Source: an optimization exercise on an open RTL-to-GDS flow (aim: small area, a short achievable clock period and few clock cycles per item). Production flows keep margins and buffers that such runs may drop.
In this exercise RTL edits were held to simulation tests only and were not proved equivalent to the original.
No activity file was given, so power comes from the tool's default toggle rates.

<file path="flow/constraint.sdc">
create_clock -name core_clock -period 10.0 [get_ports {clk}]
set_input_delay 2.0000 -clock core_clock [delete_from_list [all_inputs] [get_ports {clk}]]
set_output_delay 2.0000 -clock core_clock [all_outputs]
set_load 0.01 [all_outputs]
</file>
<file path="flow/flow/run.sh">
#!/bin/bash
set -euo pipefail
MARGIN=6.2
PORTS="'BUFFER_PORTS_ARGS=-buffer_cell sky130_fd_sc_hd__buf_2'"
sed "s/SETUP_SLACK_MARGIN=[0-9.]*/SETUP_SLACK_MARGIN=${MARGIN} ${PORTS}/" standard.sh > standard_cts.sh
sed "s/SETUP_SLACK_MARGIN=[0-9.]*/SETUP_SLACK_MARGIN=0 ${PORTS}/" standard.sh > standard_fin.sh
grep -q "SETUP_SLACK_MARGIN=${MARGIN} 'BUFFER_PORTS_ARGS" standard_cts.sh
grep -q "SETUP_SLACK_MARGIN=0 'BUFFER_PORTS_ARGS" standard_fin.sh
bash standard_cts.sh cts > orfs_make_cts.log 2>&1
bash standard_fin.sh > orfs_make_finish.log 2>&1
</file>
<file path="flow/config.mk">
export PLATFORM = sky130hd
export DESIGN_NAME = alu_exec_unit
export DESIGN_NICKNAME = alu_exec_unit
export VERILOG_FILES = /design/flow/design.v
export SDC_FILE = /design/flow/constraint.sdc
export NUM_CORES = 4
export LEC_CHECK = 0
export ABC_AREA = 1
export CAP_MARGIN = 20
export CORE_MARGIN = 2
export CORE_UTILIZATION = 30
export CTS_BUF_LIST = sky130_fd_sc_hd__clkbuf_4 sky130_fd_sc_hd__clkbuf_8
export PLACE_DENSITY = 0.4
export SETUP_SLACK_MARGIN = 5
export SLEW_MARGIN = 20
</file>
<file path="flow/design.v">
package alu_exec_pkg;
  localparam logic [3:0] CTRL_AND  = 4'b0000;
  localparam logic [3:0] CTRL_OR   = 4'b0001;
  localparam logic [3:0] CTRL_ADD  = 4'b0010;
  localparam logic [3:0] CTRL_SLL  = 4'b0011;
  localparam logic [3:0] CTRL_SLT  = 4'b0100;
  localparam logic [3:0] CTRL_SLTU = 4'b0101;
  localparam logic [3:0] CTRL_BEQ  = 4'b0110;
  localparam logic [3:0] CTRL_XOR  = 4'b0111;
  localparam logic [3:0] CTRL_SRL  = 4'b1000;
  localparam logic [3:0] CTRL_JAL  = 4'b1001;
  localparam logic [3:0] CTRL_SRA  = 4'b1010;
  localparam logic [3:0] CTRL_REM  = 4'b1011;
  localparam logic [3:0] CTRL_NOP  = 4'b1100;
  localparam logic [3:0] CTRL_DIV  = 4'b1101;
  localparam logic [3:0] CTRL_MUL  = 4'b1110;
  localparam logic [3:0] CTRL_BNEQ = 4'b1111;
  localparam logic [1:0] PH_0  = 2'd0;   
  localparam logic [1:0] PH_1  = 2'd1;   
  localparam logic [1:0] PH_IT = 2'd2;   
  localparam logic [1:0] PH_F  = 2'd3;   
endpackage
module mdu_bitlen (
  input  logic [31:0] x,
  output logic        nz,
  output logic [4:0]  pos
);
  logic [3:0] bnz;
  logic [2:0] bpos [4];
  always_comb begin
    for (int j = 0; j < 4; j++) begin
      logic [7:0] v;
      v       = x[8*j +: 8];
      bnz[j]  = |v;
      bpos[j][2] = |v[7:4];
      bpos[j][1] = bpos[j][2] ? |v[7:6] : |v[3:2];
      if (bpos[j][2]) bpos[j][0] = bpos[j][1] ? v[7] : v[5];
      else            bpos[j][0] = bpos[j][1] ? v[3] : v[1];
    end
    nz = |bnz;
    if (bnz[3])      pos = {2'd3, bpos[3]};
    else if (bnz[2]) pos = {2'd2, bpos[2]};
    else if (bnz[1]) pos = {2'd1, bpos[1]};
    else             pos = {2'd0, bpos[0]};
  end
endmodule
import alu_exec_pkg::*;
module alu_exec_unit #(
  parameter int WIDTH = 32,
  parameter int SHW   = $clog2(WIDTH)
) (
  input  logic             clk,
  input  logic             reset,
  input  logic             valid_in,
  output logic             ready,
  input  logic [3:0]       alu_ctrl,
  input  logic [WIDTH-1:0] op_a,
  input  logic [WIDTH-1:0] op_b,
  output logic             valid_out,
  output logic [WIDTH-1:0] result,
  output logic             zero,
  output logic             branch_taken
);
  localparam int W1 = WIDTH + 1;
  logic [W1-1:0]  a_q, b_q, r_q;
  logic           v_q, rdy_q, vout_q, zero_q, br_q;
  logic [1:0]     ph_q;
  logic [SHW-1:0] cnt_q;
  logic [1:0]     amt_q;
  logic           sa_q, sb_q, dz_q, zp_q;
  logic           f_mdu, f_mul, f_rem, f_beq, f_bneq;
  logic           c_xa, c_xinv, c_yb, c_yb2, c_yr, c_y4, c_yinv, c_cin;
  logic           c_rmul, c_rdv, c_rsh, c_rsum, c_and, c_or, c_xor, c_slt, c_sltu;
  logic           c_shl, c_sha, c_shm, c_shn, c_asum, c_bkeep;
  assign ready        = rdy_q;
  assign valid_out    = vout_q;
  assign result       = r_q[WIDTH-1:0];
  assign zero         = zero_q;
  assign branch_taken = br_q;
  logic mdu, ph0;
  assign mdu = v_q && f_mdu;
  assign ph0 = (ph_q == PH_0);
  logic [WIDTH-1:0] x_ab;
  logic             eq;
  assign x_ab = a_q[WIDTH-1:0] ^ b_q[WIDTH-1:0];
  assign eq   = ~|x_ab;
  logic [W1-1:0] xop, yop, sum;
  logic [W1+1:0] sum_w;
  assign xop   = ({W1{c_xa}} & a_q) ^ {W1{c_xinv}};
  assign yop   = (({W1{c_yb}} & b_q) | ({W1{c_yb2}} & {b_q[W1-2:0], 1'b0})
                 | ({W1{c_yr}} & r_q) | (W1'(c_y4) << 2)) ^ {W1{c_yinv}};
  assign sum_w = {1'b0, xop, 1'b1} + {1'b0, yop, c_cin};
  assign sum   = sum_w[W1:1];
  logic [SHW-1:0] sh_amt;
  logic [W1-1:0]  sh_in, sh_r, sh_out;
  logic           sh_fill;
  logic [W1:0]    sh_wide;
  assign sh_amt = c_shn ? cnt_q : c_shm ? SHW'(amt_q) : b_q[SHW-1:0];
  always_comb begin
    sh_fill = ~c_shl & c_sha & a_q[W1-1];
    for (int i = 0; i < W1; i++) sh_in[i] = c_shl ? a_q[W1-1-i] : a_q[i];
    if (!c_shl) sh_in[W1-1] = sh_fill;
    sh_wide = $signed({sh_fill, sh_in}) >>> sh_amt;
    sh_r    = sh_wide[W1-1:0];
    for (int i = 0; i < W1; i++) sh_out[i] = c_shl ? sh_r[W1-1-i] : sh_r[i];
  end
  logic [WIDTH-1:0] mpl;
  logic             mul_last, mul_next_last;
  assign mpl           = ph0 ? a_q[WIDTH-1:0] : r_q[WIDTH-1:0];
  assign mul_last      = (mpl[WIDTH-1:1] == '0) || (mpl[WIDTH-1:1] == '1);
  assign mul_next_last = (mpl[WIDTH-1:3] == '0) || (mpl[WIDTH-1:3] == '1);
  function automatic logic [2:0] booth(input logic [1:0] m, input logic p);
    booth = {m[0] ^ p, (m[1] & ~m[0] & ~p) | (~m[1] & m[0] & p), m[1] & ~(m[0] & p)};
  endfunction
  logic dsub, qneg, dsucc, div_last, div_next_last;
  assign dsub          = ~(sa_q ^ sb_q);           
  assign qneg          = (sa_q ^ sb_q) & ~dz_q;
  assign dsucc         = (sum[W1-1] == sa_q);
  logic rem2, rem2_n, fix2_q;
  assign rem2          = f_rem & sa_q & ~sb_q & ~b_q[0];   
  assign rem2_n        = f_rem & sa_q & ~sb_q & ~dsucc;    
  assign div_last      = (ph_q == PH_F) && (fix2_q || !rem2);
  assign div_next_last = ((ph_q == PH_IT) && (cnt_q == '0) && !rem2_n)
                      || ((ph_q == PH_F) && !fix2_q && rem2);
  logic           nza, nzb, nza_q, nzb_q, dsa;
  logic [4:0]     pa, pb, pa_q, pb_q;
  logic [6:0]     dab, dax;
  logic [SHW-1:0] nalign;
  mdu_bitlen u_la (.x(op_a ^ {WIDTH{op_a[WIDTH-1]}}), .nz(nza), .pos(pa));
  mdu_bitlen u_lb (.x(op_b ^ {WIDTH{op_b[WIDTH-1]}}), .nz(nzb), .pos(pb));
  assign dsa = a_q[WIDTH-1];
  assign dab = 7'(pa_q) - 7'(pb_q) + 7'(dsa);        
  assign dax = 7'(pa_q) + 7'(1) + 7'(dsa);           
  always_comb begin
    if (!nzb_q && !b_q[WIDTH-1])
      nalign = '1;                                   
    else if (!nza_q)
      nalign = SHW'(dsa & ~nzb_q);
    else if (!nzb_q)
      nalign = dax[5] ? '1 : dax[SHW-1:0];
    else if (dab[6])
      nalign = '0;
    else
      nalign = dab[5] ? '1 : dab[SHW-1:0];
  end
  logic last, next_last;
  assign last      = f_mul ? mul_last : div_last;
  assign next_last = f_mul ? mul_next_last : div_next_last;
  logic sel_sum, sel_sh, sel_rsh2;
  assign sel_sum  = c_rsum | (c_rmul & mul_last) | c_rdv;
  assign sel_sh   = c_rsh | (c_rmul & ~mul_last & ph0);
  assign sel_rsh2 = c_rmul & ~mul_last & ~ph0;
  logic [W1-1:0] r_next;
  assign r_next = ({W1{sel_sum}}  & sum)
                | ({W1{sel_sh}}   & sh_out)
                | ({W1{sel_rsh2}} & {r_q[W1-1], r_q[W1-1], r_q[W1-1:2]})
                | ({W1{c_and}}    & {1'b0, a_q[WIDTH-1:0] & b_q[WIDTH-1:0]})
                | ({W1{c_or}}     & {1'b0, a_q[WIDTH-1:0] | b_q[WIDTH-1:0]})
                | ({W1{c_xor}}    & {1'b0, x_ab})
                | W1'(c_slt & sum[WIDTH])
                | W1'(c_sltu & (sum[WIDTH] ^ a_q[WIDTH-1] ^ b_q[WIDTH-1]));
  logic             swap;
  logic [WIDTH-1:0] in_a, in_b;
  logic b16, a8;
  assign b16  = (op_b[WIDTH-1:15] == '0) || (op_b[WIDTH-1:15] == '1) || (op_b[WIDTH-1:16] == '0);
  assign a8   = (op_a[WIDTH-1:7] == '0) || (op_a[WIDTH-1:7] == '1) || (op_a[WIDTH-1:8] == '0);
  assign swap = (alu_ctrl == CTRL_MUL) && b16 && !a8;
  assign in_a = swap ? op_b : op_a;
  assign in_b = swap ? op_a : op_b;
  logic n_xa, n_xinv, n_yb, n_yb2, n_yr, n_y4, n_yinv, n_cin;
  logic n_rmul, n_rdv, n_rsh, n_rsum, n_and, n_or, n_xor, n_slt, n_sltu;
  logic n_shl, n_sha, n_shm, n_shn, n_asum, n_bkeep;
  logic [1:0] n_amt;
  logic [2:0] bz;
  always_comb begin
    n_xa = 1'b1; n_xinv = 1'b0; n_yb = 1'b1; n_yb2 = 1'b0; n_yr = 1'b0; n_y4 = 1'b0;
    n_yinv = 1'b0; n_cin = 1'b0;
    n_rmul = 1'b0; n_rdv = 1'b0; n_rsh = 1'b0; n_rsum = 1'b0;
    n_and = 1'b0; n_or = 1'b0; n_xor = 1'b0; n_slt = 1'b0; n_sltu = 1'b0;
    n_shl = 1'b0; n_sha = 1'b0; n_shm = 1'b0; n_shn = 1'b0; n_amt = '0; n_asum = 1'b1; n_bkeep = 1'b0;
    bz = '0;
    if (rdy_q) begin
      case (alu_ctrl)
        CTRL_AND:  n_and = 1'b1;
        CTRL_OR:   n_or  = 1'b1;
        CTRL_XOR:  n_xor = 1'b1;
        CTRL_ADD:  n_rsum = 1'b1;
        CTRL_BEQ, CTRL_BNEQ: begin n_rsum = 1'b1; n_yinv = 1'b1; n_cin = 1'b1; end
        CTRL_SLT:  begin n_slt  = 1'b1; n_yinv = 1'b1; n_cin = 1'b1; end
        CTRL_SLTU: begin n_sltu = 1'b1; n_yinv = 1'b1; n_cin = 1'b1; end
        CTRL_JAL:  begin n_rsum = 1'b1; n_yb = 1'b0; n_y4 = 1'b1; end
        CTRL_SLL:  begin n_rsh = 1'b1; n_shl = 1'b1; end
        CTRL_SRL:  n_rsh = 1'b1;
        CTRL_SRA:  begin n_rsh = 1'b1; n_sha = 1'b1; end
        CTRL_MUL: begin
          bz = booth(in_a[1:0], 1'b0);
          n_rmul = 1'b1; n_xa = 1'b0; n_yb = bz[2]; n_yb2 = bz[1]; n_yinv = bz[0];
          n_cin = bz[0]; n_shm = 1'b1; n_sha = 1'b1; n_amt = 2'd2;
        end
        CTRL_DIV, CTRL_REM: begin
          n_rsh = 1'b1; n_xa = 1'b0; n_shm = 1'b1; n_sha = 1'b1;
        end
        default: ;   
      endcase
    end else if (f_mul) begin
      bz = booth(mpl[3:2], mpl[1]);
      n_rmul = 1'b1; n_yb = bz[2]; n_yb2 = bz[1]; n_yinv = bz[0]; n_cin = bz[0];
    end else begin
      case (ph_q)
        PH_0: begin
          n_rsum = 1'b1; n_xa = 1'b0; n_xinv = a_q[WIDTH-1]; n_yb = 1'b0; n_yr = 1'b1;
          n_shn = 1'b1; n_shl = 1'b1; n_asum = 1'b0;
        end
        PH_F: begin
          n_rsum = 1'b1; n_xa = 1'b0; n_yb = 1'b0; n_yr = 1'b1; n_cin = 1'b1;
        end
        default: begin
          if (ph_q == PH_IT && cnt_q == '0) begin
            n_rsum = 1'b1;
            if (f_rem) begin
              n_yb = 1'b0; n_yr = 1'b1;
              if (dsucc) begin n_xa = 1'b0; n_cin = sa_q; end
              else       begin n_xinv = sa_q ^ sb_q; n_cin = sa_q | sb_q; end
            end else begin
              n_xa = 1'b0; n_yinv = qneg; n_cin = qneg;
            end
          end else begin
            n_rdv = 1'b1; n_yb = 1'b0; n_yr = 1'b1;
            n_xinv = (ph_q == PH_1) ? dsub : (dsub ^ ~dsucc);
            n_cin  = n_xinv;
            n_shm = 1'b1; n_sha = 1'b1; n_asum = 1'b0; n_bkeep = 1'b1;
            n_amt = (cnt_q == SHW'((ph_q == PH_1) ? 0 : 1)) ? 2'd0 : 2'd1;
          end
        end
      endcase
    end
  end
  always_ff @(posedge clk) begin
    r_q <= r_next;
    if (rdy_q)                     fix2_q <= 1'b0;
    else if (ph_q == PH_F && rem2) fix2_q <= 1'b1;
    if (rdy_q) begin
      nza_q <= nza; nzb_q <= nzb; pa_q <= pa; pb_q <= pb;
      a_q <= {in_a[WIDTH-1], in_a};
      b_q <= {in_b[WIDTH-1], in_b};
      f_mdu  <= (alu_ctrl == CTRL_MUL) || (alu_ctrl == CTRL_DIV) || (alu_ctrl == CTRL_REM);
      f_mul  <= (alu_ctrl == CTRL_MUL);
      f_rem  <= (alu_ctrl == CTRL_REM);
      f_beq  <= (alu_ctrl == CTRL_BEQ);
      f_bneq <= (alu_ctrl == CTRL_BNEQ);
    end else begin
      a_q <= c_asum ? sum : sh_out;
      b_q <= f_mul ? {b_q[W1-3:0], 2'b00} : ({b_q[W1-2:0], dsucc} & {W1{c_bkeep}});
    end
    {c_xa, c_xinv, c_yb, c_yb2, c_yr, c_y4, c_yinv, c_cin} <=
      {n_xa, n_xinv, n_yb, n_yb2, n_yr, n_y4, n_yinv, n_cin};
    {c_rmul, c_rdv, c_rsh, c_rsum, c_and, c_or, c_xor, c_slt, c_sltu} <=
      {n_rmul, n_rdv, n_rsh, n_rsum, n_and, n_or, n_xor, n_slt, n_sltu};
    {c_shl, c_sha, c_shm, c_shn, c_asum, c_bkeep} <= {n_shl, n_sha, n_shm, n_shn, n_asum, n_bkeep};
    amt_q <= n_amt;
    if (!(mdu && !ph0)) begin
      zp_q <= eq;
      sa_q <= a_q[WIDTH-1];
      sb_q <= b_q[WIDTH-1];
      dz_q <= (b_q[WIDTH-1:0] == '0);
    end
    if (ph0) cnt_q <= nalign;
    else if (ph_q == PH_IT) cnt_q <= cnt_q - 1'b1;
    zero_q <= (mdu && !ph0) ? zp_q : eq;
    br_q   <= (f_beq & eq) | (f_bneq & ~eq);
    if (reset) begin
      v_q    <= 1'b0;
      rdy_q  <= 1'b1;
      vout_q <= 1'b0;
      ph_q   <= PH_0;
    end else begin
      vout_q <= v_q && (!mdu || last);
      if (rdy_q) begin
        v_q   <= valid_in;
        ph_q  <= PH_0;
        rdy_q <= !(valid_in && (alu_ctrl == CTRL_MUL || alu_ctrl == CTRL_DIV
                                || alu_ctrl == CTRL_REM));
      end else if (last) begin
        v_q   <= 1'b0;
        rdy_q <= 1'b1;
      end else begin
        rdy_q <= next_last;
        case (ph_q)
          PH_0:    ph_q <= f_mul ? PH_IT : PH_1;
          PH_1:    ph_q <= PH_IT;
          PH_IT:   if (!f_mul && cnt_q == '0) ph_q <= PH_F;
          default: ph_q <= PH_F;
        endcase
      end
    end
  end
endmodule
</file>
<file path="flow/standard.sh">
#!/bin/bash
# synth_recipe.tcl (not shown) runs the flow's synth.tcl, then flattens the netlist and writes it again
# the make line also repeats each setting of config.mk as NAME=value (left out here)
make -C /OpenROAD-flow-scripts/flow DESIGN_CONFIG=/design/flow/config.mk WORK_HOME=/design/flow/orfs CLKGATE_MAP_FILE= SYNTH_SCRIPT=/design/flow/synth_recipe.tcl "${@:-finish}"
</file>
==> metrics.md, run 1 <==
| Metric | Value |
|---|---|
| Outcome | finished clean |
| Die height | about 240 um |
| Max Cap Viol | 0 |
| Post-Synth Simple-Gate Area | between 20 and 30% |
| Pre-CTS setup slack | 4.57 ns |
| Skew-Pair Late Insertion Delay | between 0.5 and 0.6 ns |
| Mux share of post-synthesis cell area | less than 1% |
| CP Cell Sequence | inv_1 > o22ai_1 > a211oi_1 > xnor2_1 > ha_1 > nand2_1 > inv_1 > nand2_1 > nand2_1 > nor2_1 > o21bai_2 > nand3_1 > nand4_1 > nand2_1 > nand2_1 > xor2_1 > or2_2 > nand3_1 > nand2_1 |
| GRT Util Overall | slightly above 30% |
| Clock Tree Root | clkbuf_8 |
| Vias in the first global route | 18.1k |
| Final core utilization | 33.3% |
| Peak VDD IR | around 110 uV |
| Mapped Cells | between 2k and 3k |
| Hold slack final | 0.465 ns |
| Gp weighted congestion | approximately 0.94 |
| Final worst setup slack | approximately 6.0 ns |
| DR DRC count | 0 |
| YS warnings | 3 |
| Final std cells w/o fill | around 3.5k |
| Initial DRC count | ~2.1k |
| Worst-margin pin slew | 1.13 ns |
| Crit path max fanout | 17 |
| CTS clock-pin slew for the worst setup and hold paths | 0.11 ns |
| Syn_nets | about 3k |
| FF-to-FF End | a_q[26] |
| Startpoint types | flop |
| Worst rel slew slack | between 20 and 25% |
| Total clock sinks | about 160 |
| H-tree level count | 4 |
| Rows | 86 |
| Pin count of the biggest net entering global routing | between 60 and 70 |
| Vias | 19.4k |
| Setup Skew | 0.0257 ns |
| Total grt overflow | 0 |
| PortBufs | around 110 |
| Antenna viol nets, final | 0 |
| Share of layout cells above drive strength 1 | under 10% |
| CP required | between 10 and 15 ns |
| Nets | between 2k and 3k |
| Starting Density | about 30% |
| Cts bufs inserted | 17 |
| Post-synth EDFFs | 26 |
| Count of final setup violators | 0 |
| Synth Flop Type | dfxtp_1 |
| CP Capture Type | flop |
| RSZ-0062 raised after global routing | false |
| P per Cell Area | roughly 170 mW/mm^2 |
| Total Wirelength | between 90000 and 100000 um |
| Avg Inst Size Synth | approximately 6.2 um^2 |
| Crit path max-delay cell type | dfxtp_4 |
| Crit-path most repeated cell | nand2_1 |
| Fin crit period | 3.95 ns |
| Initial antenna violation count | 4 |
| WL/cell | 25.9 um |
| CTS Hold Buffers Added | 0 |
| Hold wc startpoint | f_mdu |
| Overall power | between 3 and 4 mW |
| Compound-Gate Fraction of Synth Area | roughly 24% |
| Vias/cell | around 5.6 |
| Die W | approximately 240 um |
| WHS Path Cells | 1 |
| WHS Endpoint | vout_q |
| CP Buf/Inv Count | 2 |
| Sequential fraction of the synthesis area | roughly 20% |
| Flops & latches, synth | roughly 160 |
| Crit Path Class | flop to flop |
| Final HPWL DP | slightly above 70000 um |
| Reg2Reg Launch Point | c_yb |
| DP Area | 0.0178 mm^2 |
| Achievable frequency | 0.253 GHz |
| Max-slew violation count | 0 |
| Adder-Cell Fraction of Synth Area | under 10% |
| Final instance area | between 0.015 and 0.02 mm^2 |
| Async set or reset register ratio after synthesis | 0% |
| Critical path's top delay family | simple AND/OR/NAND/NOR gates |
| R2r setup slk | approximately 6 ns |
| Static leakage | approximately 8.9 nW |
| FF-to-FF path depth | 19 |
| Arr. time, crit path | roughly 4.4 ns |
| Fin Setup TNS | 0 ns |
| Core Region | approximately 0.055 mm^2 |
| Critical Path Max Stage Delay | around 0.60 ns |
| Hold crit path type | flop to flop |
| Placed cells | between 3k and 4k |
| First-pass GRT wire length | 128000 um |
| Drt pass-1 iters | 6 |
| Main combinational cell family by area after synthesis | simple AND/OR/NAND/NOR gates |
| Period utilisation layout | roughly two fifths |
| Synth cell types | between 60 and 70 |
| CTS max path bufs | 2 |
| Die area | slightly below 0.06 mm^2 |
| CTS tree | built |
| Area growth, synth to finish | 9.32% |
| # IOs | 107 |
| Post-Syn Area | around 0.017 mm^2 |
| Final hold vios | 0 |
| Post-synthesis xor/xnor area fraction | under 10% |
==> layout make-up <==
cell class              instances  area, um^2
diodes                          3        7.51
clock buffers                  18         241
clock inverters                14         139
fillers                      6328       36900
inverters                     325        1240
multi-input cells            2092       11500
flip-flops and latches        156        3400
well taps                     748         936
repair buffers                141         938
==> layer usage <==
layer  GRT usage [%]  up-vias  part of all wire [%]
li1                -     9147                     -
met4            9.54        2                   2.8
met2            49.0      795                    45
met3            4.01       97                   6.1
met5               0        -                 0.014
met1            43.2     9370                    46
==> logic make-up after synthesis <==
logic type	Yosys count
flops	156
buf+inv	488
compound gates	684
mux	3
fa+ha+maj	117
xor+xnor	109
simple gates	1179
==> flip-flops by register name (all words and copies together), names as in the netlist, 2 cells and up <==
| name | count |
|---|---|
| a_q | 33 |
| cnt_q | 5 |
| ph_q | 2 |
| r_q | 33 |
| b_q | 33 |
| pb_q | 5 |
| pa_q | 5 |
| amt_q | 2 |
==> layout by cell type (no fill, tap or decap), types with 7 or more instances in the layout <==
master / netlist / layout
buf_2: 24 / 104
o21ai_1: 142 / 145
a21o_1: 8 / 8
buf_4: 37 / 23
nand2_1: 734 / 731
and2_1: 8 / 8
nor4_1: 30 / 28
clkbuf_8: 0 / 17
a221oi_1: 23 / 23
o21ai_2: 7 / 8
or2_2: 9 / 9
o22ai_1: 8 / 8
nor2_1: 195 / 193
o21ai_0: 195 / 191
ha_1: 115 / 114
dfxtp_2: 0 / 8
nand3_1: 118 / 118
a21oi_1: 144 / 140
o211ai_1: 47 / 47
dfxtp_1: 130 / 120
nor3_1: 26 / 25
inv_2: 16 / 14
xor2_1: 88 / 88
edfxtp_1: 26 / 26
xnor2_1: 21 / 21
o221ai_1: 61 / 61
nand4_1: 38 / 38
inv_1: 307 / 304
a31oi_1: 7 / 7
==> synth_stat cells, types with 7 or more instances <==
| library cell | n | area (um^2) |
|---|---|---|
| nand3_1 | 118 | 591 |
| or2_2 | 9 | 56.3 |
| inv_1 | 307 | 1150 |
| o21ai_2 | 7 | 61.3 |
| and2_1 | 8 | 50.1 |
| xnor2_1 | 21 | 184 |
| o21ai_0 | 195 | 976 |
| a21o_1 | 8 | 60.1 |
| nor4_1 | 30 | 188 |
| o22ai_1 | 8 | 50.1 |
| o221ai_1 | 61 | 534 |
| o211ai_1 | 47 | 353 |
| buf_2 | 24 | 120 |
| dfxtp_1 | 130 | 2600 |
| nor3_1 | 26 | 130 |
| a31oi_1 | 7 | 43.8 |
| clkbuf_1 | 70 | 263 |
| nand2_1 | 734 | 2760 |
| nor2_1 | 195 | 732 |
| a21oi_1 | 144 | 721 |
| a221oi_1 | 23 | 201 |
| ha_1 | 115 | 1440 |
| nand4_1 | 38 | 238 |
| buf_1 | 28 | 105 |
| o21ai_1 | 142 | 711 |
| edfxtp_1 | 26 | 781 |
| buf_4 | 37 | 278 |
| inv_2 | 16 | 60.1 |
| xor2_1 | 88 | 771 |
==> worst register-to-register path: cells and delay by family, from the launching register on <==
kind / cells / cell delay (ns)
fa+ha+maj: 1 / 0.38
flops: 1 / 0.60
simple gates: 11 / 1.91
buf+inv: 2 / 0.17
xor+xnor: 2 / 0.35
compound gates: 3 / 0.41
==> power breakdown <==
group / total, mW / internal, mW / leakage, nW / switching, mW
logic: 1.78 / 0.536 / 7.34 / 1.24
clock network: 0.502 / 0.204 / 0.186 / 0.298
registers: 0.904 / 0.742 / 1.36 / 0.162
==> worst max path at each step <==
stage | cells past startpoint | start | slack (ns) | end
4_1_cts | 10 | op_b[19] | 6.20 | a_q[14]
6_report | 19 | c_yb | 6.05 | a_q[26]
3_3_place_gp | 14 | op_a[31] | 4.64 | c_yinv
3_5_place_dp | 14 | op_a[31] | 4.57 | c_yinv
5_1_grt | 25 | c_yb | 5.85 | c_cin
2_1_floorplan | 13 | op_b[31] | 6.19 | pb_q[0]
==> what timing repair did <==
action | CTS | global route
resized for setup | 52 | 0
endpoints found under the setup margin | 115 | 0
buffers inserted | 3 | 0
Testbench counts, summed over its fixed seeds: cycles 47,809, items 24,000.
==> inputs of run 2 (changes only) <==
--- a/flow/flow/run.sh
+++ b/flow/flow/run.sh
@@ -1,5 +1,5 @@
 #!/bin/bash
 set -euo pipefail
-MARGIN=6.2
+MARGIN=6.5
 PORTS="'BUFFER_PORTS_ARGS=-buffer_cell sky130_fd_sc_hd__buf_2'"
 sed "s/SETUP_SLACK_MARGIN=[0-9.]*/SETUP_SLACK_MARGIN=${MARGIN} ${PORTS}/" standard.sh > standard_cts.sh
==> metrics.md, run 2 <==
| Metric | Value |
|---|---|
| PortBufs | 106 (unchanged) |
| Mapped Cells | 2736 (unchanged) |
| Startpoint types | flop (unchanged) |
| Die height | 241 um (unchanged) |
| Pin count of the biggest net entering global routing | 75 (was 68) |
| Crit path max fanout | 5 (was 17) |
| Count leader, synth | nand2_1 (unchanged) |
| Area growth, synth to finish | 11.2% (was 9.32%) |
| Syn_nets | 2924 (unchanged) |
| Area leader, netlist | nand2_1 (unchanged) |
| FF-to-FF End | a_q[29] (was a_q[26]) |
| Gp weighted congestion | 0.966 (was 0.945) |
| Achievable frequency | 0.274 GHz (was 0.253 GHz) |
| CTS Hold Buffers Added | 0 (unchanged) |
| WHS Endpoint | vout_q (unchanged) |
| Cts bufs inserted | 17 (unchanged) |
| Die W | 241 um (unchanged) |
| Reg2Reg Launch Point | b_q[4] (was c_yb) |
| Final core utilization | 33.9% (was 33.3%) |
| First-pass GRT wire length | 128000 um (about the same) |
| Rows | 86 (unchanged) |
| Top post-synthesis cells by count | 734 x nand2_1, 307 x inv_1, 195 x nor2_1, 195 x o21ai_0, 144 x a21oi_1 (unchanged) |
| # IOs | 107 (unchanged) |
| Regs by FF count | a_q x33, b_q x33, r_q x33 (unchanged) |
| Share of layout cells above drive strength 1 | 10.8% (was 8.96%) |
| Vias/cell | 5.52 (was 5.55) |
| Flops & latches, synth | 156 (unchanged) |
| Post-synth EDFFs | 26 (unchanged) |
| Nets | 2930 (was 2921) |
| Sequential fraction of the synthesis area | 20.1% (unchanged) |
| Worst-margin pin slew | 1.06 ns (was 1.13 ns) |
| GRT Util Overall | 30.8% (was 30.9%) |
| Period utilisation layout | 36.5% (was 39.5%) |
| Post-Syn Area | 0.0169 mm^2 (unchanged) |
| CP Capture Type | flop (unchanged) |
| CTS max path bufs | 2 (unchanged) |
| Fin crit period | 3.65 ns (was 3.95 ns) |
| Clock Tree Root | clkbuf_8 (unchanged) |
| CTS tree | built (unchanged) |
| Max-slew violation count | 0 (unchanged) |
| Hold crit path type | flop to flop (unchanged) |
| Most frequent cells in the layout | 727 x nand2_1, 293 x inv_1, 191 x nor2_1, 178 x o21ai_0, 150 x o21ai_1 (was 731 x nand2_1, 304 x inv_1, 193 x nor2_1, 191 x o21ai_0, 145 x o21ai_1) |
| Post-synth top area share | 16.3% (unchanged) |
| Setup Skew | 0.0184 ns (was 0.0257 ns) |
| FF-to-FF path depth | 17 (was 19) |
| Initial DRC count | 1953 (was 2103) |
| WL/cell | 25.7 um (was 25.9 um) |
| Antenna viol nets, final | 0 (unchanged) |
| Initial antenna violation count | 3 (was 4) |
| Final HPWL DP | 71500 um (was 72100 um) |
| Max Cap Viol | 0 (unchanged) |
| Total Wirelength | 90100 um (was 90500 um) |
| Core Region | 0.0553 mm^2 (unchanged) |
| Drt pass-1 iters | 6 (unchanged) |
| P per Cell Area | 170 mW/mm^2 (was 173 mW/mm^2) |
| CTS clock-pin slew for the worst setup and hold paths | 0.10 ns (was 0.11 ns) |
| Total clock sinks | 156 (unchanged) |
| Starting Density | 30.5% (unchanged) |
| Most common cell after layout, fill and taps aside | nand2_1 (unchanged) |
| Crit Path Class | flop to flop (unchanged) |
| Synth top area cells | nand2_1 16%, dfxtp_1 15%, ha_1 8.5%, inv_1 6.8%, o21ai_0 5.8% (unchanged) |
| Avg Inst Size Synth | 6.16 um^2 (unchanged) |
| Hold slack final | 0.466 ns (was 0.465 ns) |
| Synth cell types | 62 (unchanged) |
| Count of final setup violators | 0 (unchanged) |
| DR DRC count | 0 (unchanged) |
| Hold wc startpoint | f_mdu (unchanged) |
| RSZ-0062 raised after global routing | false (unchanged) |
| Total grt overflow | 0 (unchanged) |
| R2r setup slk | 6.35 ns (was 6.05 ns) |
| CP required | 10.47 ns (was 10.46 ns) |
| Fin Setup TNS | 0 ns (unchanged) |
| Synth Flop Type | dfxtp_1 (unchanged) |
| Static leakage | 9.02 nW (was 8.88 nW) |
| H-tree level count | 4 (unchanged) |
| Async set or reset register ratio after synthesis | 0% (unchanged) |
| WHS Path Cells | 1 (unchanged) |
| Die area | 0.0581 mm^2 (unchanged) |
| Final hold vios | 0 (unchanged) |
| Outcome | finished clean (unchanged) |
| CP Cell Sequence | inv_1 > o221ai_1 > xor2_1 > ha_1 > nand2_1 > o21ai_0 > a21oi_2 > inv_1 > nand3_1 > nand3_2 > nand2_1 > nand2_1 > a21boi_1 > or2_2 > nand3_1 > nand3_2 > nand2_1 (was inv_1 > o22ai_1 > a211oi_1 > xnor2_1 > ha_1 > nand2_1 > inv_1 > nand2_1 > nand2_1 > nor2_1 > o21bai_2 > nand3_1 > nand4_1 > nand2_1 > nand2_1 > xor2_1 > or2_2 > nand3_1 > nand2_1) |
| Peak VDD IR | 108 uV (was 109 uV) |
| Crit-path most repeated cell | nand2_1 (unchanged) |
| Filler cells | 6317 (was 6328) |
| Vias in the first global route | 18.2k (was 18.1k) |
| YS warnings | 3 (unchanged) |
| Crit path max-delay cell type | dfxtp_1 (was dfxtp_4) |
| Critical Path Max Stage Delay | 0.63 ns (was 0.60 ns) |
| Skew-Pair Late Insertion Delay | 0.57 ns (about the same) |
| Vias | 19.4k (about the same) |
| Arr. time, crit path | 4.11 ns (was 4.41 ns) |
| Worst rel slew slack | 28.8% (was 22.7%) |
==> run 2: cell counts after synthesis <==
Identical to the previous run, type by type.
==> run 2: per-stage QoR <==
stage	power (mW)	setup WS (ns)	std cells	cell area, um^2
4_1_cts	3.16	6.48	3503	18700
3_3_place_gp	2.62	5.10	3454	17800
6_report	3.18	6.35	3504	18700
3_5_place_dp	2.62	5.06	3455	17800
5_1_grt	3.38	6.15	3504	18700
2_1_floorplan	2.00	6.38	2736	17000
==> run 2: how the worst max path moves through the flow <==
stage                   from  endpoint  slack, ns  cells past startpoint
floorplan           op_b[31]   pb_q[0]       6.38                     13
global placement    op_a[31]    c_yinv       5.10                     12
detailed placement  op_a[31]     c_cin       5.06                     12
CTS                     c_yr     rdy_q       6.48                     19
global route            c_yr     rdy_q       6.15                     19
finish                b_q[4]   a_q[29]       6.35                     17
==> run 2: final cells by class <==
class | count | area, um^2 | area share [%]
inverters | 325 | 1240 | 6.64
multi-input cells | 2092 | 11700 | 62.4
diodes | 1 | 2.50 | 0.0134
clock inverters | 13 | 110 | 0.587
flip-flops and latches | 156 | 3400 | 18.1
well taps | 748 | 936 | 4.99
clock buffers | 19 | 255 | 1.36
repair buffers | 150 | 1100 | 5.89
==> run 2: logic make-up (layout without fill, tap and decap cells) <==
kind of cell    count (synthesis)  count (layout)  synth area share (%)
simple gates                 1179            1179                  29.1
fa+ha+maj                     117             117                  8.78
other cells                     0               1                     0
xor+xnor                      109             109                  5.66
buf+inv                       488             507                  12.1
compound gates                684             684                  24.1
mux                             3               3                 0.186
flops                         156             156                  20.1
==> run 2: what timing repair did <==
action / 4_1_cts / 5_1_grt
setup endpoints to repair: 115 / 0
gates resized for setup: 108 / 0
buffers inserted: 12 / 0
hold endpoints to repair: 0 / 0
==> run 2: report_power, final <==
part / total, mW / internal, mW / leakage [nW] / switching [mW]
sequential: 0.897 / 0.742 / 1.36 / 0.155
combinational: 1.80 / 0.556 / 7.48 / 1.25
clock: 0.485 / 0.186 / 0.177 / 0.299
==> run 2: routing by layer <==
layer / vias up / global-route usage, % / routed length (um)
li1: 9176 / - / -
met1: 9302 / 42.8 / 41900
met2: 744 / 48.2 / 39700
met3: 129 / 3.65 / 4990
met4: 2 / 12.0 / 3530
met5: - / 0 / 13
==> run 2: worst max-delay path, delay by kind of cell (launching register included) <==
kind | cells | cell delay (ns)
fa+ha+maj | 1 | 0.38
compound gates | 4 | 0.87
xor+xnor | 1 | 0.10
flops | 1 | 0.63
buf+inv | 2 | 0.39
simple gates | 9 | 1.21
==> inputs of run 3 (changes only) <==
--- a/flow/flow/run.sh
+++ b/flow/flow/run.sh
@@ -1,5 +1,5 @@
 #!/bin/bash
 set -euo pipefail
-MARGIN=6.5
+MARGIN=7.0
 PORTS="'BUFFER_PORTS_ARGS=-buffer_cell sky130_fd_sc_hd__buf_2'"
 sed "s/SETUP_SLACK_MARGIN=[0-9.]*/SETUP_SLACK_MARGIN=${MARGIN} ${PORTS}/" standard.sh > standard_cts.sh
==> metrics.md, run 3 <==
| Metric | Value |
|---|---|
| Outcome | finished clean (unchanged) |
| First-pass GRT wire length | 138000 um (was 128000 um) |
| Cts bufs inserted | 17 (unchanged) |
| Die height | 241 um (unchanged) |
| Sequential fraction of the synthesis area | 20.1% (unchanged) |
| H-tree level count | 4 (unchanged) |
| Syn_nets | 2924 (unchanged) |
| Peak VDD IR | 104 uV (was 108 uV) |
| Static leakage | 10.4 nW (was 9.02 nW) |
| Regs by FF count | a_q x33, b_q x33, r_q x33 (unchanged) |
| CP required | 10.44 ns (was 10.47 ns) |
| P per Cell Area | 171 mW/mm^2 (was 170 mW/mm^2) |
| Fin Setup TNS | 0 ns (unchanged) |
| Gp weighted congestion | 0.988 (was 0.966) |
| Synth cell types | 62 (unchanged) |
| Final hold vios | 0 (unchanged) |
| Most common cell after layout, fill and taps aside | nand2_1 (unchanged) |
| Initial antenna violation count | 4 (was 3) |
| Post-Synth Simple-Gate Area | 29.1% (unchanged) |
| Final HPWL DP | 71400 um (was 71500 um) |
| Hold slack final | 0.469 ns (was 0.466 ns) |
| WL/cell | 26.3 um (was 25.7 um) |
| Met2 Usage GRT | 51.6% (was 48.2%) |
| Period utilisation layout | 34.2% (was 36.5%) |
| Top post-synthesis cells by count | 734 x nand2_1, 307 x inv_1, 195 x nor2_1, 195 x o21ai_0, 144 x a21oi_1 (unchanged) |
| Post-synth EDFFs | 26 (unchanged) |
| Internal cell power | 1.88 mW (was 1.48 mW) |
| Gr busiest metal | met2 (unchanged) |
| Worst-margin pin slew | 1.08 ns (was 1.06 ns) |
| PortBufs | 106 (unchanged) |
| Clock Tree Root | clkbuf_8 (unchanged) |
| Vias/cell | 5.60 (was 5.52) |
| CTS Hold Buffers Added | 0 (unchanged) |
| Vias in the first global route | 19.7k (was 18.2k) |
| CTS clock-pin slew for the worst setup and hold paths | 0.11 ns (was 0.10 ns) |
| Count of final setup violators | 0 (unchanged) |
| Max Cap Viol | 0 (unchanged) |
| Post-Syn Area | 0.0169 mm^2 (unchanged) |
| Mapped Cells | 2736 (unchanged) |
| Arr. time, crit path | 3.86 ns (was 4.11 ns) |
| Count leader, synth | nand2_1 (unchanged) |
| Async set or reset register ratio after synthesis | 0% (unchanged) |
| Main combinational cell family by area after synthesis | simple AND/OR/NAND/NOR gates (unchanged) |
| Final core utilization | 40.9% (was 33.9%) |
| CTS tree | built (unchanged) |
| Setup Skew | 0.0292 ns (was 0.0184 ns) |
| CP Capture Type | flop (unchanged) |
| Skew-Pair Late Insertion Delay | 0.57 ns (about the same) |
| Critical Path Max Stage Delay | 0.28 ns (was 0.63 ns) |
| Sw Pwr | 1.98 mW (was 1.70 mW) |
| Drt pass-1 iters | 6 (unchanged) |
| CP Cell Sequence | buf_6 > inv_2 > nand4_1 > nor2_1 > nand4_1 > o21ai_2 > nand4_4 > buf_12 > bufbuf_16 > o21ai_1 > o21ai_1 (was inv_1 > o221ai_1 > xor2_1 > ha_1 > nand2_1 > o21ai_0 > a21oi_2 > inv_1 > nand3_1 > nand3_2 > nand2_1 > nand2_1 > a21boi_1 > or2_2 > nand3_1 > nand3_2 > nand2_1) |
| Pin count of the biggest net entering global routing | 80 (was 75) |
| Avg Inst Size Synth | 6.16 um^2 (unchanged) |
| GRT Util Overall | 32.9% (was 30.8%) |
| Compound-Gate Fraction of Synth Area | 24.1% (unchanged) |
| Final worst setup slack | 6.58 ns (was 6.35 ns) |
| Worst rel slew slack | 27.9% (was 28.8%) |
| Crit Path Class | input port to flop (was flop to flop) |
| Mux share of post-synthesis cell area | 0.186% (unchanged) |
| Core Region | 0.0553 mm^2 (unchanged) |
| Die W | 241 um (unchanged) |
| Fin crit period | 3.42 ns (was 3.65 ns) |
| Clock network power share | 14.8% (was 15.2%) |
| Nets | 3078 (was 2930) |
| Total Wirelength | 96100 um (was 90100 um) |
| FF-to-FF path depth | 24 (was 17) |
| Vias | 20.5k (was 19.4k) |
| Total clock sinks | 156 (unchanged) |
| Sw frac | 51.3% (was 53.4%) |
| Hold crit path type | flop to flop (unchanged) |
| Starting Density | 30.5% (unchanged) |
| Initial DRC count | 2189 (was 1953) |
| # IOs | 107 (unchanged) |
| Logic pwr share | 61.5% (was 56.6%) |
| YS warnings | 3 (unchanged) |
| DR DRC count | 0 (unchanged) |
| Synth top area cells | nand2_1 16%, dfxtp_1 15%, ha_1 8.5%, inv_1 6.8%, o21ai_0 5.8% (unchanged) |
| Grt met1 use | 45.2% (was 42.8%) |
| Adder-Cell Fraction of Synth Area | 8.78% (unchanged) |
| Achievable frequency | 0.292 GHz (was 0.274 GHz) |
| Share of power burned in registers | 23.7% (was 28.2%) |
| Post-synth top area share | 16.3% (unchanged) |
| Max-slew violation count | 0 (unchanged) |
| Rows | 86 (unchanged) |
| RSZ-0062 raised after global routing | false (unchanged) |
| Post-synthesis xor/xnor area fraction | 5.66% (unchanged) |
| Total grt overflow | 0 (unchanged) |
| Crit path max fanout | 10 (was 5) |
| Antenna viol nets, final | 0 (unchanged) |
| Share of layout cells above drive strength 1 | 25.7% (was 10.8%) |
| Area growth, synth to finish | 34.1% (was 11.2%) |
| CTS max path bufs | 2 (unchanged) |
| Synth Flop Type | dfxtp_1 (unchanged) |
| Crit path max-delay cell type | bufbuf_16 (was dfxtp_1) |
| Flops & latches, synth | 156 (unchanged) |
| Grt met3 use | 5.58% (was 3.65%) |
| WHS Path Cells | 1 (unchanged) |
| Pre-CTS setup slack | 4.83 ns (was 5.06 ns) |
| Startpoint types | input port (was flop) |
| Most frequent cells in the layout | 676 x nand2_1, 273 x inv_1, 177 x o21ai_1, 168 x nor2_1, 151 x buf_4 (was 727 x nand2_1, 293 x inv_1, 191 x nor2_1, 178 x o21ai_0, 150 x o21ai_1) |
| Area leader, netlist | nand2_1 (unchanged) |
| Die area | 0.0581 mm^2 (unchanged) |
run 3: worst max-delay path: cells and delay by family:
family | cells | cell delay [ns]
AOI/OAI and AO/OA | 3 | 0.65
buffers and inverters | 4 | 0.63
and+or+nand+nor | 4 | 0.57
run 3: metal layers:
| layer | up-vias | wire, um | share of wire (%) |
|---|---|---|---|
| li1 | 9492 | - | - |
| met1 | 10000 | 43100 | 45 |
| met2 | 794 | 42700 | 44 |
| met3 | 177 | 6540 | 6.8 |
| met4 | 4 | 3670 | 3.8 |
| met5 | - | 28 | 0.029 |
run 3: path summary, 6_finish.rpt:
kind                  from     end  slack [ns]
hold / removal       f_mdu  vout_q        0.47
setup reg to reg      c_yr   c_cin        6.65
setup / recovery  op_b[20]  a_q[8]        6.58
hold reg to reg      f_mdu  vout_q        0.47
run 3: what timing repair did:
| action | 4_1_cts | 5_1_grt |
|---|---|---|
| endpoints found under the setup margin | 158 | 0 |
| hold endpoints to repair | 0 | 0 |
| gates resized for setup | 672 | 0 |
| buffers inserted | 154 | 0 |
run 3: area by class of cell:
type | count | area (um^2)
diodes | 3 | 7.51
clock buffers | 17 | 234
clock inverters | 15 | 201
fillers | 5951 | 32700
inverters | 325 | 1320
multi-input cells | 2092 | 13400
flip-flops and latches | 156 | 3500
well taps | 748 | 936
repair buffers | 295 | 2960
repair inverters | 3 | 25.0
run 3: cell families (layout without fill, tap and decap cells):
group                      Yosys count  in the layout
AOI/OAI and AO/OA                  684            684
xor gates and xnor gates           109            109
adders and majority gates          117            117
buffers and inverters              488            655
DFF                                156            156
muxes                                3              3
other                                0              3
and+or+nand+nor                   1179           1179
run 3: stage by stage:
step / instances / cell area, um^2 / power, mW
after floorplan: 2736 / 17200 / 2.01
after global placement: 3447 / 17800 / 2.65
after detailed placement: 3447 / 17800 / 2.63
after CTS: 3650 / 22600 / 3.81
after global routing: 3652 / 22600 / 4.06
final: 3654 / 22600 / 3.87
run 3: power by group through the flow:
stage | Combinational (mW) | Clock (mW) | Sequential (mW)
detailed placement | 1.71 | 0 | 0.922
CTS | 2.32 | 0.580 | 0.911
global placement | 1.72 | 0 | 0.925
finish | 2.38 | 0.571 | 0.917
global route | 2.54 | 0.603 | 0.922
floorplan | 1.19 | 0 | 0.819
==> inputs of run 4 (changes only) <==
--- a/flow/flow/run.sh
+++ b/flow/flow/run.sh
@@ -1,5 +1,5 @@
 #!/bin/bash
 set -euo pipefail
-MARGIN=7.0
+MARGIN=6.6
 PORTS="'BUFFER_PORTS_ARGS=-buffer_cell sky130_fd_sc_hd__buf_2'"
 sed "s/SETUP_SLACK_MARGIN=[0-9.]*/SETUP_SLACK_MARGIN=${MARGIN} ${PORTS}/" standard.sh > standard_cts.sh
==> metrics.md, run 4 <==
| Metric | Value |
|---|---|
| Setup Skew | 0.0277 ns (was 0.0292 ns) |
| YS warnings | 3 (unchanged) |
| Cts bufs inserted | 17 (unchanged) |
| Max layer used | met5 (unchanged) |
| Metal3 WL | 6110 um (was 6540 um) |
| Met2 wire length | 40100 um (was 42700 um) |
| Pre-CTS setup slack | 5.03 ns (was 4.83 ns) |
| Die W | 241 um (unchanged) |
| Total grt overflow | 0 (unchanged) |
| Arr. time, crit path | 4.07 ns (was 3.86 ns) |
| Static leakage | 9.25 nW (was 10.4 nW) |
| Peak VDD IR | 100 uV (was 104 uV) |
| Startpoint types | flop (was input port) |
| Final HPWL DP | 71400 um (about the same) |
| Initial DRC count | 2387 (was 2189) |
| Max Cap Viol | 0 (unchanged) |
| Regs by FF count | a_q x33, b_q x33, r_q x33 (unchanged) |
| Syn_nets | 2924 (unchanged) |
| GRT Util Overall | 31.2% (was 32.9%) |
| Worst rel slew slack | 28.6% (was 27.9%) |
| CTS tree | built (unchanged) |
| Vias | 19.6k (was 20.5k) |
| Worst-margin pin slew | 1.07 ns (was 1.08 ns) |
| WL/cell | 25.9 um (was 26.3 um) |
| Clock Tree Root | clkbuf_8 (unchanged) |
| Antenna viol nets, final | 0 (unchanged) |
| Synth top area cells | nand2_1 16%, dfxtp_1 15%, ha_1 8.5%, inv_1 6.8%, o21ai_0 5.8% (unchanged) |
| Post-Syn Area | 0.0169 mm^2 (unchanged) |
| Synth cell types | 62 (unchanged) |
| Crit path max-delay cell type | ha_1 (was bufbuf_16) |
| Crit Path Class | flop to flop (was input port to flop) |
| Avg Inst Size Synth | 6.16 um^2 (unchanged) |
| Top post-synthesis cells by count | 734 x nand2_1, 307 x inv_1, 195 x nor2_1, 195 x o21ai_0, 144 x a21oi_1 (unchanged) |
| Die height | 241 um (unchanged) |
| Hold crit path type | flop to flop (unchanged) |
| Area leader, netlist | nand2_1 (unchanged) |
| Most common cell after layout, fill and taps aside | nand2_1 (unchanged) |
| Synth Flop Type | dfxtp_1 (unchanged) |
| P per Cell Area | 170 mW/mm^2 (was 171 mW/mm^2) |
| Total clock sinks | 156 (unchanged) |
| Final hold vios | 0 (unchanged) |
| Most frequent cells in the layout | 720 x nand2_1, 288 x inv_1, 185 x nor2_1, 165 x o21ai_1, 159 x o21ai_0 (was 676 x nand2_1, 273 x inv_1, 177 x o21ai_1, 168 x nor2_1, 151 x buf_4) |
| Post-synth EDFFs | 26 (unchanged) |
| Flops & latches, synth | 156 (unchanged) |
| Share of layout cells above drive strength 1 | 13.3% (was 25.7%) |
| Nets | 2951 (was 3078) |
| CP Capture Type | flop (unchanged) |
| Mapped Cells | 2736 (unchanged) |
| Core Region | 0.0553 mm^2 (unchanged) |
| CTS clock-pin slew for the worst setup and hold paths | 0.12 ns (was 0.11 ns) |
| Period utilisation layout | 35.8% (was 34.2%) |
| Crit path max fanout | 29 (was 10) |
| Vias/cell | 5.56 (was 5.60) |
| Vias in the first global route | 18.1k (was 19.7k) |
| CP Cell Sequence | inv_1 > buf_12 > o221ai_2 > xor2_1 > ha_1 > nand2_1 > o21ai_0 > a21oi_1 > nand2_4 > nand2_4 > nand2_1 > nand2_1 > nand3_1 > nand2_2 > nand3_1 > nand3_1 > nand2_1 > nand2_1 > nand2_1 > nand2_1 > nand2_1 (was buf_6 > inv_2 > nand4_1 > nor2_1 > nand4_1 > o21ai_2 > nand4_4 > buf_12 > bufbuf_16 > o21ai_1 > o21ai_1) |
| # IOs | 107 (unchanged) |
| Pin count of the biggest net entering global routing | 70 (was 80) |
| Post-synth top area share | 16.3% (unchanged) |
| CTS max path bufs | 2 (unchanged) |
| Count leader, synth | nand2_1 (unchanged) |
| Fin crit period | 3.58 ns (was 3.42 ns) |
| Critical Path Max Stage Delay | 0.41 ns (was 0.28 ns) |
| First-pass GRT wire length | 130000 um (was 138000 um) |
| CP required | 10.49 ns (was 10.44 ns) |
| Crit-path most repeated cell | nand2_1 |
| Die area | 0.0581 mm^2 (unchanged) |
| Async set or reset register ratio after synthesis | 0% (unchanged) |
| Area growth, synth to finish | 14.6% (was 34.1%) |
| Sequential fraction of the synthesis area | 20.1% (unchanged) |
| Final worst setup slack | 6.42 ns (was 6.58 ns) |
| PortBufs | 106 (unchanged) |
| H-tree level count | 4 (unchanged) |
| Rows | 86 (unchanged) |
| Outcome | finished clean (unchanged) |
| RSZ-0062 raised after global routing | false (unchanged) |
| Max-slew violation count | 0 (unchanged) |
| Initial antenna violation count | 6 (was 4) |
| Achievable frequency | 0.280 GHz (was 0.292 GHz) |
| Total Wirelength | 91300 um (was 96100 um) |
| Starting Density | 30.5% (unchanged) |
| Count of final setup violators | 0 (unchanged) |
| Drt pass-1 iters | 5 (was 6) |
| Met1 WL | 42400 um (was 43100 um) |
| DR DRC count | 0 (unchanged) |
| Skew-Pair Late Insertion Delay | 0.60 ns (was 0.57 ns) |
| Fin Setup TNS | 0 ns (unchanged) |
| Gp weighted congestion | 0.982 (was 0.988) |
==> run 4: cell counts after synthesis <==
No cell type changed its count.
==> run 4: power breakdown <==
| group | total [mW] | internal (mW) | leakage (nW) | switching [mW] |
|---|---|---|---|---|
| sequential | 0.911 | 0.743 | 1.36 | 0.168 |
| combinational | 1.85 | 0.574 | 7.70 | 1.27 |
| clock | 0.522 | 0.208 | 0.196 | 0.313 |
| total | 3.28 | 1.53 | 9.25 | 1.75 |
==> run 4: path summary, 6_finish.rpt <==
path	startpoint	end	slack, ns	cells past startpoint
setup / recovery	c_yr	c_cin	6.42	21
hold / removal	f_mdu	vout_q	0.47	1
setup reg to reg	c_yr	c_cin	6.42	21
hold reg to reg	f_mdu	vout_q	0.47	1
==> run 4: cells by family (layout without fill, tap and decap cells) <==
logic type | after synthesis | count (layout) | synth area share [%]
compound gates | 684 | 684 | 24.1
xor+xnor | 109 | 109 | 5.66
fa+ha+maj | 117 | 117 | 8.78
buf+inv | 488 | 528 | 12.1
flops | 156 | 156 | 20.1
mux | 3 | 3 | 0.186
other cells | 0 | 1 | 0
simple gates | 1179 | 1179 | 29.1
==> run 4: per-stage QoR <==
step	instance area, um^2	util, %	std cells	power [mW]	hold slack, ns
global route	19300	34.9	3525	3.48	0.492
CTS	19300	34.9	3523	3.24	0.474
finish	19300	34.9	3525	3.28	0.472
detailed placement	17800	32.2	3452	2.62	0.454
global placement	17800	32.2	3452	2.63	0.458
floorplan	17100	-	2736	2.00	0.425
==> run 4: worst max-delay path: cells and delay by family (launching register included) <==
family          cells  cell delay [ns]
xor+xnor            1             0.16
simple gates       14             1.57
compound gates      3             0.57
fa+ha+maj           1             0.41
buf+inv             2             0.30
flops               1             0.40
==> run 4: cell type report <==
cell class / count / area [um^2]
Antenna cell: 1 / 2.50
Clock buffer: 19 / 249
Clock inverter: 13 / 135
Fill cell: 6273 / 36000
Inverter: 325 / 1260
Multi-Input combinational cell: 2092 / 11900
Sequential cell: 156 / 3410
Tap cell: 748 / 936
Timing Repair Buffer: 170 / 1410
Timing Repair inverter: 1 / 8.76
==> run 4: routing by layer <==
layer	vias to the layer above	track usage, %
li1	9242	-
met1	9401	44.5
met2	841	48.1
met3	122	4.90
met4	2	9.52
met5	-	0
==> run 4: repair_timing <==
action                                  CTS  global route
buffers inserted                         30             0
endpoints found under the setup margin  122             0
hold endpoints to repair                  0             0
hold buffers                              0             0
resized for setup                       187             0
==> inputs of run 5 (changes only) <==
--- a/flow/flow/run.sh
+++ b/flow/flow/run.sh
@@ -1,5 +1,5 @@
 #!/bin/bash
 set -euo pipefail
-MARGIN=6.6
+MARGIN=6.5
 PORTS="'BUFFER_PORTS_ARGS=-buffer_cell sky130_fd_sc_hd__buf_2'"
 sed "s/SETUP_SLACK_MARGIN=[0-9.]*/SETUP_SLACK_MARGIN=${MARGIN} ${PORTS}/" standard.sh > standard_cts.sh
--- a/flow/config.mk
+++ b/flow/config.mk
@@ -10,5 +10,5 @@
 export CORE_MARGIN = 2
 export CORE_UTILIZATION = 30
-export CTS_BUF_LIST = sky130_fd_sc_hd__clkbuf_4 sky130_fd_sc_hd__clkbuf_8
+export CTS_BUF_LIST = sky130_fd_sc_hd__clkbuf_8 sky130_fd_sc_hd__clkbuf_16
 export PLACE_DENSITY = 0.4
 export SETUP_SLACK_MARGIN = 5
==> metrics.md, run 5 <==
| Metric | Value |
|---|---|
| Synth Flop Type | dfxtp_1 (unchanged) |
| Crit path max fanout | 26 (was 29) |
| Die height | 241 um (unchanged) |
| RSZ-0062 raised after global routing | false (unchanged) |
| Max Cap Viol | 0 (unchanged) |
| Die area | 0.0581 mm^2 (unchanged) |
| CP Capture Type | flop (unchanged) |
| Starting Density | 30.5% (unchanged) |
| Vias | 19.3k (was 19.6k) |
| Worst-margin pin slew | 1.08 ns (was 1.07 ns) |
| Count leader, synth | nand2_1 (unchanged) |
| Skew-Pair Late Insertion Delay | 0.50 ns (was 0.60 ns) |
| CP required | 10.38 ns (was 10.49 ns) |
| CTS tree | built (unchanged) |
| Count of final setup violators | 0 (unchanged) |
| Mux share of post-synthesis cell area | 0.186% (unchanged) |
| DR DRC count | 0 (unchanged) |
| Regs by FF count | a_q x33, b_q x33, r_q x33 (unchanged) |
| Nets | 2932 (was 2951) |
| Synth top area cells | nand2_1 16%, dfxtp_1 15%, ha_1 8.5%, inv_1 6.8%, o21ai_0 5.8% (unchanged) |
| Achievable frequency | 0.272 GHz (was 0.280 GHz) |
| Rows | 86 (unchanged) |
| Cts bufs inserted | 17 (unchanged) |
| Post-Synth Simple-Gate Area | 29.1% (unchanged) |
| CTS Hold Buffers Added | 0 (unchanged) |
| Final hold vios | 0 (unchanged) |
| Pre-CTS setup slack | 5.06 ns (was 5.03 ns) |
| First-pass GRT wire length | 128000 um (was 130000 um) |
| P per Cell Area | 177 mW/mm^2 (was 170 mW/mm^2) |
| Clock Tree Root | clkbuf_16 (was clkbuf_8) |
| Static leakage | 9.12 nW (was 9.25 nW) |
| H-tree level count | 4 (unchanged) |
| Die W | 241 um (unchanged) |
| Register Area | 0.00340 mm^2 (was 0.00341 mm^2) |
| Main combinational cell family by area after synthesis | simple AND/OR/NAND/NOR gates (unchanged) |
| Most common cell after layout, fill and taps aside | nand2_1 (unchanged) |
| Initial DRC count | 2001 (was 2387) |
| Vias in the first global route | 18.2k (was 18.1k) |
| Top post-synthesis cells by count | 734 x nand2_1, 307 x inv_1, 195 x nor2_1, 195 x o21ai_0, 144 x a21oi_1 (unchanged) |
| Sequential fraction of the synthesis area | 20.1% (unchanged) |
| Outcome | finished clean (unchanged) |
| Final HPWL DP | 71500 um (was 71400 um) |
| # IOs | 107 (unchanged) |
| Synth cell types | 62 (unchanged) |
| Gp weighted congestion | 0.966 (was 0.982) |
| Total Wirelength | 90300 um (was 91300 um) |
| YS warnings | 3 (unchanged) |
| Mapped Cells | 2736 (unchanged) |
| CTS clock-pin slew for the worst setup and hold paths | 0.07 ns (was 0.12 ns) |
| Flops & latches, synth | 156 (unchanged) |
| Compound-Gate Fraction of Synth Area | 24.1% (unchanged) |
| Worst rel slew slack | 27.5% (was 28.6%) |
| Hold crit path type | flop to flop (unchanged) |
| Adder-Cell Fraction of Synth Area | 8.78% (unchanged) |
| Initial antenna violation count | 4 (was 6) |
| Startpoint types | input port (was flop) |
| GRT Util Overall | 30.7% (was 31.2%) |
| PortBufs | 106 (unchanged) |
| Core Region | 0.0553 mm^2 (unchanged) |
| Share of layout cells above drive strength 1 | 11.1% (was 13.3%) |
| Fin Setup TNS | 0 ns (unchanged) |
| Vias/cell | 5.51 (was 5.56) |
| Post-synth EDFFs | 26 (unchanged) |
| Syn_nets | 2924 (unchanged) |
| Drt pass-1 iters | 5 (unchanged) |
| Area growth, synth to finish | 12.7% (was 14.6%) |
| FF-to-FF path depth | 18 (was 21) |
| Total clock sinks | 156 (unchanged) |
| Avg Inst Size Synth | 6.16 um^2 (unchanged) |
| Most frequent cells in the layout | 724 x nand2_1, 294 x inv_1, 190 x nor2_1, 170 x o21ai_0, 155 x o21ai_1 (was 720 x nand2_1, 288 x inv_1, 185 x nor2_1, 165 x o21ai_1, 159 x o21ai_0) |
| Pin count of the biggest net entering global routing | 75 (was 70) |
| Post-synthesis xor/xnor area fraction | 5.66% (unchanged) |
| Filler cells | 6289 (was 6273) |
| Arr. time, crit path | 4.05 ns (was 4.07 ns) |
| Post-synth top area share | 16.3% (unchanged) |
| Async set or reset register ratio after synthesis | 0% (unchanged) |
| WHS Path Cells | 1 (unchanged) |
| Total grt overflow | 0 (unchanged) |
| Fin crit period | 3.67 ns (was 3.58 ns) |
| Area leader, netlist | nand2_1 (unchanged) |
| Post-Syn Area | 0.0169 mm^2 (unchanged) |
| CTS max path bufs | 2 (unchanged) |
| WL/cell | 25.8 um (was 25.9 um) |
| Crit Path Class | input port to flop (was flop to flop) |
| Max-slew violation count | 0 (unchanged) |
| Period utilisation layout | 36.7% (was 35.8%) |
| Peak VDD IR | 136 uV (was 100 uV) |
| Setup Skew | 0.0133 ns (was 0.0277 ns) |
| Final worst setup slack | 6.33 ns (was 6.42 ns) |
| Antenna viol nets, final | 0 (unchanged) |
| Multi-input logic area | 0.0117 mm^2 (was 0.0119 mm^2) |
==> run 5: cell counts after synthesis <==
No cell type changed its count.
==> run 5: cell type report <==
class / instances / share of cell area [%]
inverters: 325 / 6.56
clock buffers: 18 / 2.31
well taps: 748 / 4.93
repair buffers: 152 / 5.96
flip-flops and latches: 156 / 17.9
clock inverters: 14 / 0.600
multi-input cells: 2092 / 61.7
diodes: 1 / 0.0132
==> run 5: what timing repair did <==
| item | CTS | global route |
|---|---|---|
| buffers inserted | 14 | 0 |
| resized for setup | 127 | 0 |
| setup endpoints to repair | 118 | 0 |
==> run 5: metrics by stage <==
stage                     area [um^2]  hold WS (ns)  util [%]  total power [mW]  cells
after floorplan                 17000         0.425         -              2.00   2736
after global placement          17800         0.446      32.2              2.62   3454
after detailed placement        17800         0.449      32.2              2.62   3455
after CTS                       19000         0.462      34.3              3.33   3505
after global routing            19000         0.484      34.3              3.55   3505
final                           19000         0.464      34.3              3.35   3506
==> run 5: worst paths after layout <==
path                                end     from  slack [ns]
worst max-delay path             c_yinv  op_a[9]        6.33
worst min-delay path             vout_q    f_mdu        0.46
worst max register to register  a_q[29]     c_yr        6.34
worst min register to register   vout_q    f_mdu        0.46
==> run 5: per-layer routing <==
metal	vias up	wire (um)	global-route usage, %
li1	9199	-	-
met1	9314	42000	42.5
met2	692	40300	48.7
met3	115	4840	3.81
met4	2	3170	11.5
met5	-	13	0
==> run 5: worst max-delay path, cell delays in order <==
cell	delay, ns
buf_2	0.17
inv_2	0.08
nor3_1	0.36
nand4_1	0.24
nand4_4	0.22
buf_12	0.16
inv_6	0.09
or2_1	0.25
o211ai_1	0.14
nand2_1	0.10
a21oi_2	0.15
nand2_1	0.06
==> run 5: power breakdown <==
group / internal, mW / switching [mW]
clock: 0.328 / 0.321
combinational: 0.557 / 1.25
sequential: 0.743 / 0.156
==> run 5: logic make-up after synthesis <==
logic type	count (synthesis)
muxes	3
and+or+nand+nor	1179
adders and majority gates	117
AOI/OAI and AO/OA	684
DFF	156
buffers and inverters	488
xor gates and xnor gates	109
==> inputs of run 6 (changes only) <==
--- a/flow/flow/run.sh
+++ b/flow/flow/run.sh
@@ -1,5 +1,5 @@
 #!/bin/bash
 set -euo pipefail
-MARGIN=6.5
+MARGIN=6.7
 PORTS="'BUFFER_PORTS_ARGS=-buffer_cell sky130_fd_sc_hd__buf_2'"
 sed "s/SETUP_SLACK_MARGIN=[0-9.]*/SETUP_SLACK_MARGIN=${MARGIN} ${PORTS}/" standard.sh > standard_cts.sh
==> metrics.md, run 6 <==
| Metric | Value |
|---|---|
| Post-synth EDFFs | 26 (unchanged) |
| Share of layout cells above drive strength 1 | 15.8% (was 11.1%) |
| Antenna viol nets, final | 0 (unchanged) |
| Vias in the first global route | 18.6k (was 18.2k) |
| CTS clock-pin slew for the worst setup and hold paths | 0.09 ns (was 0.07 ns) |
| Fin Setup TNS | 0 ns (unchanged) |
| YS warnings | 3 (unchanged) |
| Setup Skew | 0.0178 ns (was 0.0133 ns) |
| Post-Synth Simple-Gate Area | 29.1% (unchanged) |
| Multi-input logic area | 0.0123 mm^2 (was 0.0117 mm^2) |
| Area growth, synth to finish | 21.3% (was 12.7%) |
| Mux share of post-synthesis cell area | 0.186% (unchanged) |
| GRT Util Overall | 31.6% (was 30.7%) |
| Final instance area | 0.0204 mm^2 (was 0.0190 mm^2) |
| Die W | 241 um (unchanged) |
| CTS max path bufs | 2 (unchanged) |
| Total grt overflow | 0 (unchanged) |
| Vias/cell | 5.60 (was 5.51) |
| Crit Path Class | flop to flop (was input port to flop) |
| Mapped Cells | 2736 (unchanged) |
| Pin count of the biggest net entering global routing | 67 (was 75) |
| Achievable frequency | 0.269 GHz (was 0.272 GHz) |
| Startpoint types | flop (was input port) |
| Top post-synthesis cells by count | 734 x nand2_1, 307 x inv_1, 195 x nor2_1, 195 x o21ai_0, 144 x a21oi_1 (unchanged) |
| Filler cells | 6171 (was 6289) |
| Most common cell after layout, fill and taps aside | nand2_1 (unchanged) |
| Die height | 241 um (unchanged) |
| Peak VDD IR | 147 uV (was 136 uV) |
| Crit-path most repeated cell | nand2_1 (unchanged) |
| Crit path max fanout | 29 (was 26) |
| Compound-Gate Fraction of Synth Area | 24.1% (unchanged) |
| Arr. time, crit path | 4.12 ns (was 4.05 ns) |
| Drt pass-1 iters | 6 (was 5) |
| Avg Inst Size Synth | 6.16 um^2 (unchanged) |
| Synth Flop Type | dfxtp_1 (unchanged) |
| Synth top area cells | nand2_1 16%, dfxtp_1 15%, ha_1 8.5%, inv_1 6.8%, o21ai_0 5.8% (unchanged) |
| Final worst setup slack | 6.28 ns (was 6.33 ns) |
| Outcome | finished clean (unchanged) |
| CP Buf/Inv Count | 3 (was 4) |
| Regs by FF count | a_q x33, b_q x33, r_q x33 (unchanged) |
| Static leakage | 9.61 nW (was 9.12 nW) |
| Most frequent cells in the layout | 726 x nand2_1, 284 x inv_1, 182 x nor2_1, 160 x o21ai_1, 138 x o21ai_0 (was 724 x nand2_1, 294 x inv_1, 190 x nor2_1, 170 x o21ai_0, 155 x o21ai_1) |
| # IOs | 107 (unchanged) |
| R2r setup slk | 6.28 ns (was 6.34 ns) |
| Adder-Cell Fraction of Synth Area | 8.78% (unchanged) |
| Rows | 86 (unchanged) |
| DP Area | 0.0179 mm^2 (was 0.0178 mm^2) |
| Hold crit path type | flop to flop (unchanged) |
| CP required | 10.40 ns (was 10.38 ns) |
[run 6: cell counts after synthesis]
No cell type changed its count.
[run 6: where the power goes]
group          internal, mW  total (mW)  switching (mW)  leakage (nW)
combinational         0.586        1.86            1.28          7.95
clock                 0.341       0.704           0.363         0.299
sequential            0.743       0.903           0.160          1.36
total                  1.67        3.47            1.80          9.61
[run 6: layout make-up]
| cell class | count | share of cell area (%) |
|---|---|---|
| tap | 748 | 4.58 |
| clock buffer | 17 | 2.08 |
| sequential | 156 | 16.7 |
| timing repair inverter | 4 | 0.153 |
| timing repair buffer | 197 | 8.97 |
| antenna | 1 | 0.0122 |
| clock inverter | 15 | 0.887 |
| multi-input combinational | 2093 | 60.3 |
| inverter | 325 | 6.36 |
[run 6: cells by family after synthesis]
kind of cell	Yosys count
and+or+nand+nor	1179
AOI/OAI and AO/OA	684
adders and majority gates	117
muxes	3
DFF	156
buffers and inverters	488
xor gates and xnor gates	109
[run 6: repair_timing]
action,CTS,global route
hold buffers,0,0
endpoints found under the setup margin,123,0
gates resized for setup,316,0
setup buffers,56,0
[run 6: final timing paths]
path | startpoint | to | cells past startpoint
worst max-delay path | c_yr | a_q[26] | 16
worst min-delay path | f_mdu | vout_q | 1
worst max register to register | c_yr | a_q[26] | 16
worst min register to register | f_mdu | vout_q | 1
[run 6: per-stage QoR]
stage                     util [%]  std cells
after floorplan                  -       2736
after global placement        32.3       3450
after detailed placement      32.3       3450
after CTS                     36.9       3553
after global routing          37.0       3555
final                         37.0       3556
[run 6: worst reg2reg max path, stage by stage, from the launching register on]
cell and delay, ns:
dfxtp_4 0.38, inv_1 0.10, buf_12 0.21, o221ai_1 0.21, xor2_1 0.17, ha_1 0.45, nand2_1 0.20, nor4_2 0.51
nand3_1 0.24, nand4_1 0.15, buf_4 0.15, nand2_1 0.09, nand2_1 0.16, xor2_1 0.11, or2_2 0.29, nand3_1 0.12
nand2_1 0.07
[run 6: layer usage]
layer / vias to the layer above / part of all wire (%) / GRT usage (%)
li1: 9314 / - / -
met1: 9562 / 45 / 43.4
met2: 874 / 44 / 48.7
met3: 144 / 7.5 / 5.56
met4: 2 / 3.9 / 12.6
met5: - / 0.013 / 0

-- static timing again, ports no longer ideal --
No port has a modelled driver above. Below, the same layouts with a new extraction and two added sets of constraints.
Step 1 assumes that a clkbuf_16 drives the clock port and a buf_2 every other input.
Step 2 times the ports against the registers' clock, not the clock port: input delays grow and output delays shrink by t, the midpoint of the rising clock arrivals with the driver on.
a / b / c = ideal / step 1 / step 2; a / b = the first two.
run	t, ns	setup slack, ns
run 1	0.617	6.050 / 6.050 / 5.519
run 2	0.613	6.352 / 6.352 / 5.780
run 3	0.611	6.579 / 6.588 / 5.977
run 4	0.640	6.423 / 6.423 / 5.878
run 5	0.548	6.328 / 6.342 / 5.814
run 6	0.570	6.278 / 6.278 / 5.857
After both steps setup and hold are still met in every run listed.
